Context: an optimization exercise on an open-source flow, tuned for small area. The choices shown serve that exercise and are no tape-out recipe. Function was checked by simulation only, so behaviour that the tests miss may differ from the original. Power is estimated from default activity; no workload was simulated.

## design/flow/flow/run.sh

```bash
#!/bin/bash
# Standard ORFS layout with two changes:
#  - port buffers use the smallest buffer cell
#  - CTS: clkbuf_8 only, larger sink clusters, no dummy loads
#  - power recovery (downsizing) on half the paths after global routing
set -euo pipefail
cat >> config.mk <<'CFG'
export BUFFER_PORTS_ARGS = -buffer_cell sky130_fd_sc_hd__buf_1
export CTS_ARGS = -sink_clustering_enable -repair_clock_nets -dont_use_dummy_load -buf_list sky130_fd_sc_hd__clkbuf_8 -sink_clustering_size 20 -sink_clustering_max_diameter 60
export RECOVER_POWER = 50
CFG
bash standard.sh > standard.log 2>&1
```

## design/flow/standard.sh

```bash
#!/bin/bash
# synth_recipe.tcl (not shown) runs the flow's synth.tcl, then flattens the netlist and writes it again
# the make line also repeats each setting of config.mk as NAME=value (left out here)
make -C /OpenROAD-flow-scripts/flow DESIGN_CONFIG=/design/flow/config.mk WORK_HOME=/design/flow/orfs CLKGATE_MAP_FILE= SYNTH_SCRIPT=/design/flow/synth_recipe.tcl "${@:-finish}"
```

## design/flow/config.mk

```make
export PLATFORM = sky130hd
export DESIGN_NAME = conv_window_top
export DESIGN_NICKNAME = conv_window_top
export VERILOG_FILES = /design/flow/design.v
export SDC_FILE = /design/flow/constraint.sdc
export NUM_CORES = 4
export LEC_CHECK = 0
export CAP_MARGIN = 20
export CORE_MARGIN = 2
export CORE_UTILIZATION = 80
export SLEW_MARGIN = 20
export BUFFER_PORTS_ARGS = -buffer_cell sky130_fd_sc_hd__buf_1
export CTS_ARGS = -sink_clustering_enable -repair_clock_nets -dont_use_dummy_load -buf_list sky130_fd_sc_hd__clkbuf_8 -sink_clustering_size 20 -sink_clustering_max_diameter 60
export RECOVER_POWER = 50
```

## design/flow/constraint.sdc

```tcl
create_clock -name core_clock -period 4.0 [get_ports {i_sclk}]
set_input_delay 0.8000 -clock core_clock [delete_from_list [all_inputs] [get_ports {i_sclk}]]
set_output_delay 0.8000 -clock core_clock [all_outputs]
set_load 0.01 [all_outputs]
```

## design/flow/design.v

```verilog
package conv_pkg;
	typedef logic [$clog2(16)-1:0] col_t;    
	typedef logic [$clog2(12)-1:0] row_t;    
	typedef logic [3*(3 * 8)-1:0] column_t;    
endpackage
`timescale 1ns/1ps
module conv_window_top
(
	input  logic                                          i_sclk,
	input  logic                                          i_arst_n,
	input  logic                                          i_vsync,
	input  logic                                          i_valid,
	input  logic [(3 * 8)-1:0]                             i_tdata,
	output logic                                          o_vsync,
	output logic                                          o_hsync,
	output logic                                          o_valid,
	output logic [3*3*(3 * 8)-1:0]     o_tdata
);
	localparam int K       = 3;
	localparam int ROW_LEN = 16 - 1;                  
	localparam int CHAIN   = (K-1)*ROW_LEN + K;           
	localparam int NE      = K * K;
	localparam int CW      = $clog2(16);
	localparam int RW      = $clog2(12 + 1);
	logic [CW-1:0]          col;                          
	logic [RW-1:0]          row;                          
	logic                   first_pend;                   
	logic                   accept;
	logic                   win;                          
	logic [(3 * 8)-1:0]      pix_d;                        
	logic                   shift;                        
	logic [CHAIN*(3 * 8)-1:0] chain;                      
	assign accept = i_valid && !i_vsync;
	always_ff @(posedge i_sclk or negedge i_arst_n)
	begin
		if (!i_arst_n)
			row <= RW'(12);
		else if (i_vsync)
			row <= '0;
		else if (i_valid && (col == CW'(16 - 1)) && (row != RW'(12)))
			row <= row + 1'b1;
	end
	always_ff @(posedge i_sclk)
	begin
		if (i_vsync)
		begin
			col        <= '0;
			first_pend <= 1'b1;
		end
		else
		begin
			if (i_valid)
				col <= col + 1'b1;                        
			if (win)
				first_pend <= 1'b0;
		end
	end
	always_ff @(posedge i_sclk)
	begin
		pix_d <= i_tdata;
		shift <= accept && (col != CW'(16 - 1));
	end
	assign win = shift && !row[0] && (row >= RW'(K-1)) && (row < RW'(12)) &&
		col[0] && (col >= CW'(K));
	always_ff @(posedge i_sclk or negedge i_arst_n)
	begin
		if (!i_arst_n)
		begin
			o_valid <= 1'b0;
			o_hsync <= 1'b0;
			o_vsync <= 1'b0;
		end
		else
		begin
			o_valid <= win;
			o_hsync <= win && (col == CW'(K));
			o_vsync <= win && first_pend;
		end
	end
	always_ff @(posedge i_sclk)
	begin
		if (shift)
		begin
			chain <= {chain[(CHAIN-1)*(3 * 8)-1:0], pix_d};
		end
	end
	always_comb
	begin
		for (int rr = 0; rr < K; rr++)
			for (int cc = 0; cc < K; cc++)
			begin
				o_tdata[2*NE*8 + (NE-1-(rr*K+cc))*8 +: 8] = chain[((K-1-rr)*ROW_LEN + (K-1-cc))*(3 * 8) + 2*8 +: 8];
				o_tdata[  NE*8 + (NE-1-(rr*K+cc))*8 +: 8] = chain[((K-1-rr)*ROW_LEN + (K-1-cc))*(3 * 8) + 8 +: 8];
				o_tdata[            (NE-1-(rr*K+cc))*8 +: 8] = chain[((K-1-rr)*ROW_LEN + (K-1-cc))*(3 * 8) + 0 +: 8];
			end
	end
endmodule
```

==> out/metrics.cfg, run 1 <==
[status]
status=finished clean

[sta]
rsz0062_at_grt=no
clock_skew_ps=42.6
tightest_slew_ps=1450
min_period_over_period_pct=64.7
relSlewSlack_pct=3.36
finalSetupViolations=0
finalWorstSetupSlack_ps=1410
drv_slew=0
fmax_ghz=0.386
fin_crit_ps=2590
hold_viol_final=0

[route]
vias=8618
dr.first_iter.drc_count=609
avgRoutedWirePerCell_um=16.6
routed_via_density=5.32
dr.pass1.iters=5
route.detailed.drc=0
wirelength_mm=26.8
antenna_left=0

[clock_tree]
cts_sinks=829
cts_tree=built
cts_setup_buffers=0
ctsHoldBuffers=0
cts_buffers=47
clk_path_buf_depth=3
worstSkewPairLatency_ps=600
cts-root-buf=clkbuf_8
clk_pin_slew_ps=110
cts_resized=0
htreeDepth=2

[synth]
synth_warnings=1
synth_cells=1091
synthesis.nets=1122
ys_types=32
ys_ff_latch=829
synth.largest_area_cell=edfxtp_1
synth_top_area_share_pct=89.8
synth_area_sq_um=26500
ys_seq_area_share_pct=92.7
synth.area.top_cells=edfxtp_1 (90%), buf_4 (6.1%), dfxtp_1 (2.3%)
syn_avg_cell_area_sq_um=24.3

[global_route]
grt_pass1_wl_mm=40.0
grt_pass1_vias=7933
groute.usage.overall_pct=15.2
grt_start_max_net_pins=114
overflow=0
antenna_found_initial=0

[cells_and_area]
seqCellArea_sq_um=24600
final_util_pct=83.3
diodes=0
fillers=1327
final_common_cell=edfxtp_1
final_cell_mix=edfxtp_1 (792), buf_1 (244), clkbuf_8 (47)
multi_input_area_sq_um=264
final_area_sq_um=27100
syn2layout_area_growth_pct=2.37
nets=1211
drive_gt1_share_pct=5.26

[setup_path]
max_stage_delay_ps=1200
crit_buf_inv=1
crit_fanout=64
worst_path_max_delay_cell=clkbuf_2
path_class=reg -> reg
crit_chain=clkbuf_2
r2r-end=chain[19]
cp.required_ps=4170
startpoint=shift
crit_path_end_kind=flop
start_kind=flop
ff2ff_setup_slack_ps=1410
worst-r2r-cell-count=1
crit_arrival_ps=2760
timing.rr.start=shift
cp_top_family=buffers and inverters

[floorplan]
io_pins=247
start_util_pct=81.4
die_w_um=186
dieArea_sq_um=34600
fp-row-count=66
design.core.area_sq_um=32500
fp.dieH_um=186

[placement]
place_congestion=0.766
place_area_sq_um=26500
dp_hpwl_mm=15.0
dp_slack_ps=2060
io_buffers=246

[pwr]
switching_share_pct=18.3
powerDensity_nw_per_um2=495
share_comb_of_total_power_pct=2.0
p_sw_w=0.00246
ir_worst_vdd_mv=0.358
p_int_w=0.0110
leakage_nw=8.58
clkPwrFrac_pct=23.8
pwr-share-seq_pct=74.2

[flow_run]
maxCapViolations=0

[worst_hold_path]
hold_class=in -> async

cells by family after synthesis:
family	Yosys count	share of synthesized area, %
DFF	829	92.7
buffers and inverters	222	6.21
and+or+nand+nor	22	0.482
AOI/OAI and AO/OA	11	0.288
xor gates and xnor gates	3	0.0992
adders and majority gates	3	0.142
muxes	1	0.0378
power by group through the flow:
stage          logic [W]  clock network (W)  registers [W]
2_1_floorplan   0.000163                  0         0.0103
3_3_place_gp    0.000269                  0         0.0101
5_1_grt         0.000297            0.00357         0.0100
6_report        0.000266            0.00320        0.00996
4_1_cts         0.000274            0.00334        0.00997
3_5_place_dp    0.000277                  0         0.0102
state kept, by name, indices dropped and copies added, names as in the netlist:
name        cells
pix_d          24
o_hsync         1
row             4
o_valid         1
col             4
chain         792
o_vsync         1
shift           1
first_pend      1
how the worst max path moves through the flow:
| stage | to | cells past startpoint | slack (ps) |
|---|---|---|---|
| 3_3_place_gp | chain[760] | 1 | 2120 |
| 6_report | chain[19] | 1 | 1410 |
| 5_1_grt | chain[79] | 1 | 1180 |
| 2_1_floorplan | o_vsync | 3 | -2560 |
| 3_5_place_dp | chain[760] | 1 | 2060 |
| 4_1_cts | o_tdata[114] | 1 | 1900 |
per-stage QoR:
step / total power [W] / setup TNS, ps / std cells / hold WS, ps
floorplan: 0.0104 / -1703520 / 1091 / 386
global placement: 0.0104 / 0 / 1573 / 386
detailed placement: 0.0104 / 0 / 1573 / 389
CTS: 0.0136 / 0 / 1620 / 23.2
global route: 0.0139 / 0 / 1620 / 28.7
finish: 0.0134 / 0 / 1620 / 61.7
area by class of cell:
class / count / share of cell area (%)
inverter: 4 / 0.0554
multi-input combinational: 40 / 0.974
timing repair buffer: 258 / 3.94
sequential: 829 / 90.6
clock buffer: 47 / 2.39
tap: 442 / 2.04
metal layers:
layer | vias up | GRT usage (%) | routed length, um
li1 | 4075 | - | -
met1 | 4241 | 21.8 | 11900
met2 | 248 | 23.6 | 12700
met3 | 54 | 3.66 | 1540
met4 | 0 | 5.61 | 719
met5 | - | 0 | 0
synth_stat cells:
library cell and count:
a21bo_2 1, a21oi_1 2, a221oi_1 1, a311oi_1 2
and2_1 1, and4_2 1, buf_2 1, buf_4 216
clkbuf_1 1, dfrtp_1 5, dfstp_2 2, dfxtp_1 30
edfxtp_1 792, ha_1 3, inv_1 4, mux2i_1 1
nand2_1 4, nand2b_1 1, nand3_1 1, nand4_1 1
nand4_2 1, nor2_1 5, nor3_1 2, nor4_1 2
nor4_2 1, o21ai_0 2, o21ai_1 1, o21bai_1 1
o31ai_1 1, or3_1 2, xnor2_1 1, xor2_1 2
==> inputs of run 2 (changes only) <==
--- a/design/flow/flow/run.sh
+++ b/design/flow/flow/run.sh
@@ -7,6 +7,6 @@
 cat >> config.mk <<'CFG'
 export BUFFER_PORTS_ARGS = -buffer_cell sky130_fd_sc_hd__buf_1
 export CTS_ARGS = -sink_clustering_enable -repair_clock_nets -dont_use_dummy_load -buf_list sky130_fd_sc_hd__clkbuf_8 -sink_clustering_size 20 -sink_clustering_max_diameter 60
-export RECOVER_POWER = 50
+export RECOVER_POWER = 75
 CFG
 bash standard.sh > standard.log 2>&1
--- a/design/flow/config.mk
+++ b/design/flow/config.mk
@@ -11,4 +11,4 @@
 export SLEW_MARGIN = 20
 export BUFFER_PORTS_ARGS = -buffer_cell sky130_fd_sc_hd__buf_1
 export CTS_ARGS = -sink_clustering_enable -repair_clock_nets -dont_use_dummy_load -buf_list sky130_fd_sc_hd__clkbuf_8 -sink_clustering_size 20 -sink_clustering_max_diameter 60
-export RECOVER_POWER = 50
+export RECOVER_POWER = 75
==> out/metrics.cfg, run 2 <==
[status]
status=complete, but fails checks
failed_checks=capacitance limit, slew limit

[setup_path]
r2r-end=chain[122]
cp_top_family=buffers and inverters
start_kind=flop
crit_fanout=113  ; +77%
timing.rr.start=shift
crit_path_end_kind=flop
startpoint=shift
worst-r2r-cell-count=1  ; unchanged
crit_chain=clkbuf_4
crit_path_end=chain[122]
path_class=reg -> reg
ff2ff_setup_slack_ps=1350  ; -60 ps
max_stage_delay_ps=1250  ; +50 ps
crit_buf_inv=1  ; unchanged
worst_path_max_delay_cell=clkbuf_4
cp.required_ps=4200  ; +30 ps
cp.depth=1  ; unchanged
crit_arrival_ps=2840  ; +80 ps

[floorplan]
dieArea_sq_um=34600  ; unchanged
start_util_pct=81.4  ; unchanged
fp-row-count=66  ; unchanged
die_w_um=186  ; unchanged
design.core.area_sq_um=32500  ; unchanged
io_pins=247  ; unchanged
fp.dieH_um=186  ; unchanged

[pwr]
leakage_nw=8.56  ; -0.20%
p_int_w=0.0110  ; about the same
pwr-share-seq_pct=74.2  ; about the same
powerDensity_nw_per_um2=496  ; +0.17%
clkPwrFrac_pct=23.9  ; about the same
ir_worst_vdd_mv=0.358  ; about the same
power_w=0.0134  ; about the same
share_comb_of_total_power_pct=2.0  ; about the same
p_sw_w=0.00247  ; +0.23%
switching_share_pct=18.4  ; +0.033 points

[sta]
rsz0062_at_grt=no
hold_viol_final=0  ; unchanged
tightest_slew_ps=1660  ; +210 ps
fin_crit_ps=2650  ; +57.1 ps
finalSetupViolations=0  ; unchanged
relSlewSlack_pct=-10.6  ; -14 points
drv_slew=34  ; +34
holdWs_ps=61.1  ; -0.561 ps
fmax_ghz=0.378  ; -2.2%
clock_skew_ps=43.2  ; +0.610 ps
tns_ps=0  ; unchanged
min_period_over_period_pct=66.2  ; +1.4 points

[synth]
synth_compound_area_share_pct=0.288  ; unchanged
synth_top_family_by_area=buffers and inverters
ys_ff_latch=829  ; unchanged
yosys.area_share.simple_pct=0.482  ; unchanged
synth_warnings=1  ; unchanged
synth.largest_area_cell=edfxtp_1
synth_area_sq_um=26500  ; unchanged
synth.area.top_cells=edfxtp_1 (90%), buf_4 (6.1%), dfxtp_1 (2.3%)
syn_avg_cell_area_sq_um=24.3  ; unchanged
synth_top_area_share_pct=89.8  ; unchanged
yosys.area_share.xor_xnor_pct=0.0992  ; unchanged
synthAdderAreaFrac_pct=0.142  ; unchanged
muxShareOfSynthArea_pct=0.0378  ; unchanged
synth-edff-count=792  ; unchanged
yosys_most_used_dff=edfxtp_1
ys_top_cells_by_count=edfxtp_1 (792), buf_4 (216), dfxtp_1 (30)
synth_async_sr_flop_share_pct=0.844  ; unchanged
synthesis.nets=1122  ; unchanged
synth_most_common_cell=edfxtp_1
ys_seq_area_share_pct=92.7  ; unchanged
synth_cells=1091  ; unchanged
ys_types=32  ; unchanged

[placement]
place_congestion=0.766  ; unchanged
place_area_sq_um=26500  ; unchanged
dp.cells=1573  ; unchanged
dp_hpwl_mm=15.0  ; unchanged
io_buffers=246  ; unchanged

[clock_tree]
cts_sinks=829  ; unchanged
htreeDepth=2  ; unchanged
clk_path_buf_depth=3  ; unchanged
worstSkewPairLatency_ps=600  ; about the same
clk_pin_slew_ps=110  ; about the same
cts_buffers=47  ; unchanged
ctsHoldBuffers=0  ; unchanged
cts_tree=built
cts_resized=0  ; unchanged
cts-root-buf=clkbuf_8
cts_setup_buffers=0  ; unchanged

[cells_and_area]
final_common_cell=edfxtp_1
syn2layout_area_growth_pct=2.24
fillers=1334  ; +0.53%
final_cells=1620  ; unchanged
final_area_sq_um=27100  ; -0.12%
drive_gt1_share_pct=5.09  ; -0.17 points
largest_reg_flops=792  ; unchanged
final_cell_mix=edfxtp_1 (792), buf_1 (244), clkbuf_8 (47)
seqCellArea_sq_um=24600  ; unchanged
multi_input_area_sq_um=264  ; unchanged
reg_top3=chain (792), pix_d (24)
diodes=0  ; unchanged
top_register=chain
nets=1211  ; unchanged

[worst_hold_path]
hold_class=in -> async

[route]
dr.first_iter.drc_count=579  ; -4.9%
wirelength_mm=26.9  ; +0.40%
dr.pass1.iters=5  ; unchanged
routed_via_density=5.34  ; +0.37%
antenna_left=0  ; unchanged
vias=8650  ; +0.37%
avgRoutedWirePerCell_um=16.6  ; +0.40%
route.detailed.drc=0  ; unchanged

[global_route]
groute.usage.overall_pct=15.2  ; unchanged
grt_start_max_net_pins=114  ; unchanged
grt_pass1_vias=7933  ; unchanged
grt_pass1_wl_mm=40.0  ; unchanged
overflow=0  ; unchanged
antenna_found_initial=0  ; unchanged

[flow_run]
maxCapViolations=1  ; +1

-- run 2: cell types whose count changed in the layout (fill, tap and decap cells not counted) --
cell / change
and2_0: +1
and2_1: -1
buf_12: -2
buf_4: -2
clkbuf_1: +2
clkbuf_4: +2
-- run 2: stage by stage --
stage	setup slack (ps)	utilization (%)
final	1350	83.2
after global routing	1150	83.2
after CTS	1900	83.5
after detailed placement	2060	81.5
after global placement	2120	81.5
after floorplan	-2560	-
-- run 2: logic make-up after synthesis --
| group | after synthesis |
|---|---|
| flops | 829 |
| buf+inv | 222 |
| simple gates | 22 |
| compound gates | 11 |
| xor+xnor | 3 |
| fa+ha+maj | 3 |
| mux | 1 |
-- run 2: routing by layer --
metal | global-route usage [%] | vias to the layer above | share of wire (%)
li1 | - | 4071 | -
met1 | 21.8 | 4270 | 44
met2 | 23.6 | 255 | 47
met3 | 3.66 | 54 | 5.7
met4 | 5.61 | 0 | 2.7
met5 | 0 | - | 0
-- run 2: final cells by class --
cell class / instances / area share (%)
Tap cell: 442 / 2.04
Timing Repair Buffer: 258 / 3.82
Inverter: 4 / 0.0554
Multi-Input combinational cell: 40 / 0.975
Sequential cell: 829 / 90.7
Clock buffer: 47 / 2.39
-- run 2: power by group through the flow --
stage          Clock (W)  Combinational, W  Sequential [W]
6_report         0.00320          0.000262         0.00996
5_1_grt          0.00357          0.000293          0.0100
4_1_cts          0.00334          0.000274         0.00997
3_5_place_dp           0          0.000277          0.0102
3_3_place_gp           0          0.000269          0.0101
2_1_floorplan          0          0.000163          0.0103
-- run 2: how the worst min path moves through the flow --
stage,startpoint,endpoint,slack (ps)
2_1_floorplan,pix_d[0],chain[0],390
3_3_place_gp,pix_d[21],chain[21],390
3_5_place_dp,pix_d[10],chain[10],390
4_1_cts,i_arst_n,o_vsync,20
5_1_grt,i_arst_n,row[1],30
6_report,i_arst_n,o_valid,60
==> inputs of run 3 (changes only) <==
==> design/flow/flow/run.sh (replaced) <==
#!/bin/bash
# Standard ORFS layout with two changes:
#  - port buffers use the smallest buffer cell
#  - CTS: clkbuf_8 only, larger sink clusters, no dummy loads
set -euo pipefail
cat >> config.mk <<'CFG'
export BUFFER_PORTS_ARGS = -buffer_cell sky130_fd_sc_hd__buf_1
export CTS_ARGS = -sink_clustering_enable -repair_clock_nets -dont_use_dummy_load -buf_list sky130_fd_sc_hd__clkbuf_8 -sink_clustering_size 18 -sink_clustering_max_diameter 60
CFG
bash standard.sh > standard.log 2>&1
==> design/flow/config.mk (replaced) <==
export PLATFORM = sky130hd
export DESIGN_NAME = conv_window_top
export DESIGN_NICKNAME = conv_window_top
export VERILOG_FILES = /design/flow/design.v
export SDC_FILE = /design/flow/constraint.sdc
export NUM_CORES = 4
export LEC_CHECK = 0
export CAP_MARGIN = 20
export CORE_MARGIN = 2
export CORE_UTILIZATION = 75
export SLEW_MARGIN = 20
export BUFFER_PORTS_ARGS = -buffer_cell sky130_fd_sc_hd__buf_1
export CTS_ARGS = -sink_clustering_enable -repair_clock_nets -dont_use_dummy_load -buf_list sky130_fd_sc_hd__clkbuf_8 -sink_clustering_size 18 -sink_clustering_max_diameter 60
==> out/metrics.cfg, run 3 <==
[setup_path]
cp.required_ps=3200  ; -1000 ps
crit_fanout=2  ; -98%
crit_chain=buf_1
crit_path_end_kind=output port
start_kind=flop
path_class=reg -> out
cp_top_family=flip-flops
worst_path_max_delay_cell=edfxtp_1
max_stage_delay_ps=530  ; -720 ps
crit_buf_inv=1  ; unchanged
crit_arrival_ps=1340  ; -1500 ps
ff2ff_setup_slack_ps=2100  ; +750 ps

[sta]
tightest_slew_ps=836  ; -823 ps
hold_viol_final=0  ; unchanged
fmax_ghz=0.466  ; +23%
relSlewSlack_pct=44.2  ; +55 points
finalSetupViolations=0  ; unchanged
tns_ps=0  ; unchanged
fin_crit_ps=2140  ; -503 ps
finalWorstSetupSlack_ps=1860  ; +503 ps
clock_skew_ps=50.6  ; +7.32 ps
rsz0062_at_grt=no
holdWs_ps=69.1  ; +7.94 ps
drv_slew=0  ; -100%
min_period_over_period_pct=53.6  ; -13 points

[placement]
dp_slack_ps=2100  ; +41.6 ps
dp_hpwl_mm=15.9  ; +6.0%
io_buffers=246  ; unchanged
place_congestion=0.750  ; -2.1%

[clock_tree]
clk_path_buf_depth=3  ; unchanged
cts_buffers=52  ; +11%
cts-root-buf=clkbuf_8
cts_resized=0  ; unchanged
worstSkewPairLatency_ps=610  ; about the same
clk_pin_slew_ps=110  ; about the same
htreeDepth=2  ; unchanged
cts_tree=built
ctsHoldBuffers=0  ; unchanged
cts_sinks=829  ; unchanged
cts_setup_buffers=0  ; unchanged

[floorplan]
dieArea_sq_um=36800  ; +6.5%
die_w_um=192  ; +3.2%
design.core.area_sq_um=34600  ; +6.4%
fp.dieH_um=192  ; +3.2%
start_util_pct=76.5  ; -4.9 points
fp-row-count=68  ; +3.0%
io_pins=247  ; unchanged

[synth]
ys_ff_latch=829  ; unchanged
synth_most_common_cell=edfxtp_1
syn_avg_cell_area_sq_um=24.3  ; unchanged
synth_warnings=1  ; unchanged
yosys_most_used_dff=edfxtp_1
synth_cells=1091  ; unchanged
synth_area_sq_um=26500  ; unchanged
ys_types=32  ; unchanged
ys_top_cells_by_count=edfxtp_1 (792), buf_4 (216), dfxtp_1 (30)
synth_async_sr_flop_share_pct=0.844  ; unchanged
synth.area.top_cells=edfxtp_1 (90%), buf_4 (6.1%), dfxtp_1 (2.3%)
synth-edff-count=792  ; unchanged
synthesis.nets=1122  ; unchanged
ys_seq_area_share_pct=92.7  ; unchanged
synth_top_area_share_pct=89.8  ; unchanged
synth.largest_area_cell=edfxtp_1

[route]
routed_via_density=5.35  ; +0.29%
dr.pass1.iters=7  ; +2
wirelength_mm=28.8  ; +6.8%
avgRoutedWirePerCell_um=17.6  ; +5.7%
vias=8766  ; +1.3%
antenna_left=0  ; unchanged
route.detailed.drc=0  ; unchanged
dr.first_iter.drc_count=635  ; +9.7%

[global_route]
overflow=0  ; unchanged
antenna_found_initial=0  ; unchanged
grt_pass1_wl_mm=43.8  ; +9.6%
groute.usage.overall_pct=15.6  ; +0.46 points
grt_pass1_vias=8448  ; +6.5%
grt_start_max_net_pins=108  ; -5.3%

[cells_and_area]
diodes=0  ; unchanged
syn2layout_area_growth_pct=2.84
reg_top3=chain (792), pix_d (24)
final_common_cell=edfxtp_1
top_register=chain
final_cell_mix=edfxtp_1 (792), buf_1 (246), clkbuf_8 (52)
nets=1215  ; +0.33%
drive_gt1_share_pct=5.92  ; +0.83 points
largest_reg_flops=792  ; unchanged

[pwr]
power_w=0.0136  ; +1.3%
clkPwrFrac_pct=24.8  ; +0.9 points
powerDensity_nw_per_um2=500  ; +0.74%
pwr-share-seq_pct=73.2  ; -1.0 points
switching_share_pct=18.7  ; +0.30 points
p_int_w=0.0111  ; +0.96%
p_sw_w=0.00254  ; +3.0%
ir_worst_vdd_mv=0.377  ; +5.2%
share_comb_of_total_power_pct=2.0  ; about the same
leakage_nw=8.63  ; +0.82%

[status]
status=finished clean

[flow_run]
maxCapViolations=0  ; -1

[worst_hold_path]
hold_class=in -> async

-- run 3: cell counts after synthesis --
Identical to the previous run, type by type.
-- run 3: final cells by class --
cell class                      instances  area [sq um]
Inverter                                4          15.0
Clock buffer                           52           716
Fill cell                            1639          7390
Tap cell                              455           569
Multi-Input combinational cell         40           278
Sequential cell                       829         24600
Timing Repair Buffer                  257          1090
-- run 3: worst paths after layout --
kind	from	endpoint	depth (start not counted)
hold / removal	i_arst_n	o_vsync	1
setup / recovery	chain[365]	o_tdata[29]	1
hold reg to reg	pix_d[7]	chain[7]	0
min in group core_clock	i_tdata[5]	pix_d[5]	1
max in group asynchronous	i_arst_n	row[3]	1
setup reg to reg	shift	chain[79]	1
-- run 3: through the flow --
| stage | std cells | cell area (sq um) | utilization [%] |
|---|---|---|---|
| global route | 1637 | 27200 | 78.7 |
| global placement | 1585 | 26500 | 76.6 |
| floorplan | 1091 | 26500 | - |
| detailed placement | 1585 | 26500 | 76.6 |
| finish | 1637 | 27200 | 78.7 |
| CTS | 1637 | 27200 | 78.7 |
-- run 3: power groups by stage --
| stage | logic [W] | registers [W] | clock network (W) |
|---|---|---|---|
| 2_1_floorplan | 0.000163 | 0.0103 | 0 |
| 3_3_place_gp | 0.000273 | 0.0101 | 0 |
| 3_5_place_dp | 0.000280 | 0.0102 | 0 |
| 4_1_cts | 0.000278 | 0.00997 | 0.00352 |
| 5_1_grt | 0.000304 | 0.0100 | 0.00380 |
| 6_report | 0.000272 | 0.00996 | 0.00338 |
-- run 3: cell families (layout without fill, tap and decap cells) --
family                   Yosys count  count (layout)  share of synthesized area, %
adder cells (fa/ha/maj)            3               3                         0.142
AND/OR/NAND/NOR                   22              22                         0.482
flip-flops                       829             829                          92.7
buffers and inverters            222             313                          6.21
AO/OA/AOI/OAI                     11              11                         0.288
multiplexers                       1               1                        0.0378
XOR/XNOR                           3               3                        0.0992
-- run 3: layer usage --
| metal | track usage [%] | part of all wire (%) | vias up |
|---|---|---|---|
| met2 | 24.2 | 48 | 246 |
| met4 | 5.65 | 2.8 | 0 |
| met3 | 3.71 | 6.2 | 65 |
| li1 | - | - | 4082 |
| met1 | 22.5 | 43 | 4373 |
| met5 | 0 | 0 | - |
==> inputs of run 4 (changes only) <==
--- a/design/flow/config.mk
+++ b/design/flow/config.mk
@@ -7,7 +7,7 @@
 export LEC_CHECK = 0
 export CAP_MARGIN = 20
 export CORE_MARGIN = 2
-export CORE_UTILIZATION = 75
+export CORE_UTILIZATION = 80
 export SLEW_MARGIN = 20
 export BUFFER_PORTS_ARGS = -buffer_cell sky130_fd_sc_hd__buf_1
 export CTS_ARGS = -sink_clustering_enable -repair_clock_nets -dont_use_dummy_load -buf_list sky130_fd_sc_hd__clkbuf_8 -sink_clustering_size 18 -sink_clustering_max_diameter 60
==> out/metrics.cfg, run 4 <==
[setup_path]
crit_path_end_kind=output port
crit_arrival_ps=1210  ; -130 ps
crit_chain=buf_1
crit_buf_inv=1  ; unchanged
max_stage_delay_ps=380  ; -150 ps
worst_path_max_delay_cell=edfxtp_1
cp_top_family=flip-flops
start_kind=flop
path_class=reg -> out
cp.required_ps=3200  ; about the same
crit_fanout=2  ; unchanged

[route]
vias=8676  ; -1.0%
route.detailed.drc=0  ; unchanged
dr.pass1.iters=4  ; -3
routed_via_density=5.34  ; -0.30%
avgRoutedWirePerCell_um=16.5  ; -6.1%
antenna_left=0  ; unchanged
dr.first_iter.drc_count=645  ; +1.6%
wirelength_mm=26.8  ; -6.8%

[sta]
tns_ps=0  ; unchanged
tightest_slew_ps=903  ; +66.5 ps
min_period_over_period_pct=50.2  ; -3.4 points
holdWs_ps=71.0  ; +1.97 ps
finalWorstSetupSlack_ps=1990  ; +136 ps
clock_skew_ps=67.6  ; +17.0 ps
hold_viol_final=0  ; unchanged
rsz0062_at_grt=no
fmax_ghz=0.498  ; +6.8%
relSlewSlack_pct=39.8  ; -4.4 points
fin_crit_ps=2010  ; -136 ps
finalSetupViolations=0  ; unchanged
drv_slew=0  ; unchanged

[pwr]
power_w=0.0136  ; -0.38%
leakage_nw=8.64  ; about the same
ir_worst_vdd_mv=0.431  ; +14%
powerDensity_nw_per_um2=498  ; -0.35%

[synth]
yosys_most_used_dff=edfxtp_1
ys_types=32  ; unchanged
synth_cells=1091  ; unchanged
synth.largest_area_cell=edfxtp_1
syn_avg_cell_area_sq_um=24.3  ; unchanged
synth_warnings=1  ; unchanged
synth.area.top_cells=edfxtp_1 (90%), buf_4 (6.1%), dfxtp_1 (2.3%)
ys_ff_latch=829  ; unchanged
synth_top_area_share_pct=89.8  ; unchanged
synth_area_sq_um=26500  ; unchanged
synth_most_common_cell=edfxtp_1
synth-edff-count=792  ; unchanged
ys_top_cells_by_count=edfxtp_1 (792), buf_4 (216), dfxtp_1 (30)
synth_async_sr_flop_share_pct=0.844  ; unchanged
ys_seq_area_share_pct=92.7  ; unchanged
synthesis.nets=1122  ; unchanged

[global_route]
grt_pass1_vias=7923  ; -6.2%
groute.usage.overall_pct=15.1  ; -0.49 points
overflow=0  ; unchanged
grt_start_max_net_pins=114  ; +5.6%
antenna_found_initial=0  ; unchanged
grt_pass1_wl_mm=40.2  ; -8.3%

[placement]
dp.cells=1573  ; -0.76%
dp_slack_ps=2060  ; -41.6 ps
io_buffers=246  ; unchanged
place_congestion=0.766  ; +2.1%
dp_hpwl_mm=15.0  ; -5.6%

[floorplan]
io_pins=247  ; unchanged
dieArea_sq_um=34600  ; -6.1%
design.core.area_sq_um=32500  ; -6.0%
die_w_um=186  ; -3.1%
fp.dieH_um=186  ; -3.1%
start_util_pct=81.4  ; +4.9 points
fp-row-count=66  ; -2.9%

[cells_and_area]
syn2layout_area_growth_pct=2.81  ; about the same
drive_gt1_share_pct=6.00  ; +0.080 points
diodes=0  ; unchanged
largest_reg_flops=792  ; unchanged
reg_top3=chain (792), pix_d (24)
final_cells=1625  ; -0.73%
final_cell_mix=edfxtp_1 (792), buf_1 (246), clkbuf_8 (52)
nets=1216  ; +0.082%
top_register=chain
final_common_cell=edfxtp_1

[clock_tree]
cts_tree=built
worstSkewPairLatency_ps=590  ; -20 ps
htreeDepth=2  ; unchanged
cts_buffers=52  ; unchanged
clk_pin_slew_ps=110  ; about the same
cts-root-buf=clkbuf_8
cts_sinks=829  ; unchanged
cts_resized=0  ; unchanged
ctsHoldBuffers=0  ; unchanged
cts_setup_buffers=0  ; unchanged
clk_path_buf_depth=3  ; unchanged

[status]
status=finished clean

[worst_hold_path]
hold_class=in -> async

[flow_run]
maxCapViolations=0  ; unchanged

[run 4: cell count changes in the layout (fill, tap and decap cells not counted), sizes merged]
cell  before  now
buf      257  258
[run 4: area by class of cell]
cell class	count	area (sq um)
sequential	829	24600
fill	1313	5310
timing repair buffer	258	1100
clock buffer	52	716
tap	442	553
multi-input combinational	40	278
inverter	4	15.0
[run 4: where the power goes]
| group | switching, W | internal [W] | leakage, nW |
|---|---|---|---|
| sequential | 0.000115 | 0.00984 | 7.78 |
| combinational | 0.000212 | 0.0000581 | 0.487 |
| clock | 0.00216 | 0.00117 | 0.374 |
[run 4: path summary, 6_finish.rpt]
kind,from,end,slack (ps),cells after the start
setup / recovery,chain[418],o_tdata[114],1990,1
hold / removal,i_arst_n,row[1],70,1
setup reg to reg,shift,chain[46],2060,1
hold reg to reg,chain[85],chain[109],350,0
max in group asynchronous,i_arst_n,row[2],3630,1
min in group core_clock,i_tdata[23],pix_d[23],300,1
[run 4: routing by layer]
metal,vias up,routed length (um),GRT usage [%]
li1,4080,-,-
met1,4257,12000,22.4
met2,281,12500,23.2
met3,58,1590,3.52
met4,0,702,5.07
met5,-,0,0
[run 4: cell families (layout without fill, tap and decap cells)]
kind of cell / after synthesis / count (layout) / share of synthesized area, %
fa+ha+maj: 3 / 3 / 0.142
xor+xnor: 3 / 3 / 0.0992
buf+inv: 222 / 314 / 6.21
simple gates: 22 / 22 / 0.482
flops: 829 / 829 / 92.7
compound gates: 11 / 11 / 0.288
mux: 1 / 1 / 0.0378
[run 4: through the flow]
stage,util (%),cell area [sq um]
after global placement,81.5,26500
after global routing,83.7,27200
after detailed placement,81.5,26500
final,83.7,27200
after CTS,83.7,27200
after floorplan,-,26500
==> inputs of run 5 (changes only) <==
--- a/design/flow/design.v
+++ b/design/flow/design.v
@@ -40,9 +40,14 @@
 		else if (i_valid && (col == CW'(16 - 1)) && (row != RW'(12)))
 			row <= row + 1'b1;
 	end
-	always_ff @(posedge i_sclk)
+	always_ff @(posedge i_sclk or negedge i_arst_n)
 	begin
-		if (i_vsync)
+		if (!i_arst_n)
+		begin
+			col        <= '0;
+			first_pend <= 1'b0;
+		end
+		else if (i_vsync)
 		begin
 			col        <= '0;
 			first_pend <= 1'b1;
==> out/metrics.cfg, run 5 <==
[synth]
synth_most_common_cell=edfxtp_1
yosys_most_used_dff=edfxtp_1
syn_avg_cell_area_sq_um=24.3  ; +0.14%
synth_warnings=1  ; unchanged
synth.largest_area_cell=edfxtp_1
synth-edff-count=792  ; unchanged
ys_ff_latch=829  ; unchanged
synthesis.nets=1122  ; unchanged
synth_cells=1091  ; unchanged
synth_area_sq_um=26500  ; +0.14%
ys_seq_area_share_pct=92.7  ; about the same
ys_top_cells_by_count=edfxtp_1 (792), buf_4 (216), dfxtp_1 (25)
synth_async_sr_flop_share_pct=1.45  ; +0.60 points
synth_top_area_share_pct=89.7  ; -0.13 points
synth.area.top_cells=edfxtp_1 (90%), buf_4 (6.1%), dfxtp_1 (1.9%)
ys_types=32  ; unchanged

[cells_and_area]
seqCellArea_sq_um=24600  ; +0.10%
final_common_cell=edfxtp_1
nets=1224  ; +0.66%
top_register=chain
largest_reg_flops=792  ; unchanged
diodes=0  ; unchanged
fillers=1335  ; +1.7%
drive_gt1_share_pct=6.63  ; +0.63 points
syn2layout_area_growth_pct=3.10
multi_input_area_sq_um=294  ; +5.9%
reg_top3=chain (792), pix_d (24)
final_cell_mix=edfxtp_1 (792), buf_1 (246), clkbuf_8 (52)

[setup_path]
path_class=reg -> out
start_kind=flop
worst_path_max_delay_cell=edfxtp_1
crit_fanout=2  ; unchanged
max_stage_delay_ps=350  ; -30 ps
crit_path_end_kind=output port
cp.required_ps=3200  ; about the same
crit_chain=buf_1
crit_arrival_ps=1250  ; +40 ps
crit_buf_inv=1  ; unchanged
cp_top_family=flip-flops

[global_route]
grt_start_max_net_pins=89  ; -22%
grt_pass1_vias=8332  ; +5.2%
grt_pass1_wl_mm=41.9  ; +4.1%
overflow=0  ; unchanged
groute.usage.overall_pct=15.9  ; +0.79 points
antenna_found_initial=0  ; unchanged

[sta]
clock_skew_ps=29.0  ; -38.6 ps
relSlewSlack_pct=56.6  ; +17 points
fmax_ghz=0.489  ; -1.8%
min_period_over_period_pct=51.1  ; +0.93 points
finalWorstSetupSlack_ps=1950  ; -37.0 ps
rsz0062_at_grt=no
drv_slew=0  ; unchanged
tns_ps=0  ; unchanged
finalSetupViolations=0  ; unchanged
tightest_slew_ps=651  ; -252 ps
hold_viol_final=0  ; unchanged
fin_crit_ps=2050  ; +37.0 ps

[floorplan]
start_util_pct=81.3  ; -0.091 points
io_pins=247  ; unchanged
fp-row-count=66  ; unchanged
dieArea_sq_um=34600  ; +0.13%
design.core.area_sq_um=32600  ; +0.25%
fp.dieH_um=186  ; about the same
die_w_um=186  ; about the same

[pwr]
ir_worst_vdd_mv=0.459  ; +6.4%
powerDensity_nw_per_um2=496  ; -0.35%
leakage_nw=8.70  ; +0.71%

[placement]
place_congestion=0.736  ; -3.9%
dp_hpwl_mm=16.0  ; +6.7%
io_buffers=246  ; unchanged
dp_slack_ps=1910  ; -144 ps

[worst_hold_path]
hold_class=in -> async

[clock_tree]
cts_setup_buffers=0  ; unchanged
clk_path_buf_depth=3  ; unchanged
htreeDepth=2  ; unchanged
ctsHoldBuffers=0  ; unchanged
clk_pin_slew_ps=100  ; about the same
cts_tree=built
worstSkewPairLatency_ps=610  ; +20 ps
cts_resized=0  ; unchanged
cts-root-buf=clkbuf_8
cts_buffers=52  ; unchanged
cts_sinks=829  ; unchanged

[route]
antenna_left=0  ; unchanged
avgRoutedWirePerCell_um=16.9  ; +2.4%
route.detailed.drc=0  ; unchanged
dr.pass1.iters=4  ; unchanged
vias=8704  ; +0.32%
wirelength_mm=27.6  ; +2.9%
routed_via_density=5.33  ; -0.17%
dr.first_iter.drc_count=523  ; -19%

[status]
status=finished clean

[flow_run]
maxCapViolations=0  ; unchanged

-- run 5: final cells by class --
| type | instances | share of cell area (%) |
|---|---|---|
| multi-input combinational | 41 | 1.08 |
| timing repair buffer | 266 | 4.32 |
| sequential | 829 | 89.9 |
| clock buffer | 52 | 2.62 |
| inverter | 3 | 0.0412 |
| tap | 442 | 2.02 |
-- run 5: per-layer routing --
layer	track usage [%]	wire (um)	up-vias
met2	24.6	12900	254
met5	0	0	-
met3	3.85	1600	58
li1	-	-	4108
met1	22.9	12300	4284
met4	6.20	829	0
-- run 5: logic make-up after synthesis --
logic type	after synthesis	synth area share [%]
buf+inv	221	6.19
xor+xnor	3	0.0991
fa+ha+maj	3	0.142
mux	1	0.0377
compound gates	10	0.283
flops	829	92.7
simple gates	24	0.547
-- run 5: where the power goes --
group          switching, W  internal [W]
sequential         0.000109       0.00984
combinational      0.000222     0.0000642
clock               0.00216       0.00117
total               0.00249        0.0111
-- run 5: per-stage QoR --
step	hold slack, ps	utilization [%]	std cells	cell area [sq um]	total power (W)
2_1_floorplan	386	-	1091	26500	0.0104
3_3_place_gp	386	81.6	1580	26600	0.0104
3_5_place_dp	389	81.6	1580	26600	0.0104
4_1_cts	165	83.7	1632	27300	0.0137
5_1_grt	204	83.8	1633	27300	0.0140
6_report	184	83.8	1633	27300	0.0136
-- run 5: path summary, 6_finish.rpt --
path	start	end	slack (ps)	depth (start not counted)
min in group core_clock	i_tdata[16]	pix_d[16]	270	1
max	chain[363]	o_tdata[27]	1950	1
min reg2reg	chain[73]	chain[97]	400	0
max in group asynchronous	i_arst_n	row[1]	3400	1
max reg2reg	shift	chain[746]	2200	2
min	i_arst_n	col[1]	180	1

[port drivers added, routing unchanged]
The results above use ideal ports. As a check the final layouts listed here were re-extracted and re-timed, cells and wires unchanged. Step 1: set_driving_cell puts a clkbuf_16 on i_sclk and a buf_2 on each other input, an assumption about the parent block. Step 2 times the ports against the registers' clock, not the clock port: input delays grow and output delays shrink by t, the midpoint of the rising clock arrivals with the driver on. a / b / c = no drivers / after step 1 / after step 2; a / b = the first two.
run	t, ns	setup slack, ns	cell pins on the clock port's net
run 1	0.628	1.410 / 1.410 / 1.410	1
run 2	0.628	1.353 / 1.353 / 1.353	1
run 3	0.644	1.856 / 1.808 / 2.098	1
run 4	0.602	1.992 / 1.950 / 2.055	1
run 5	0.641	1.955 / 1.907 / 2.094	1
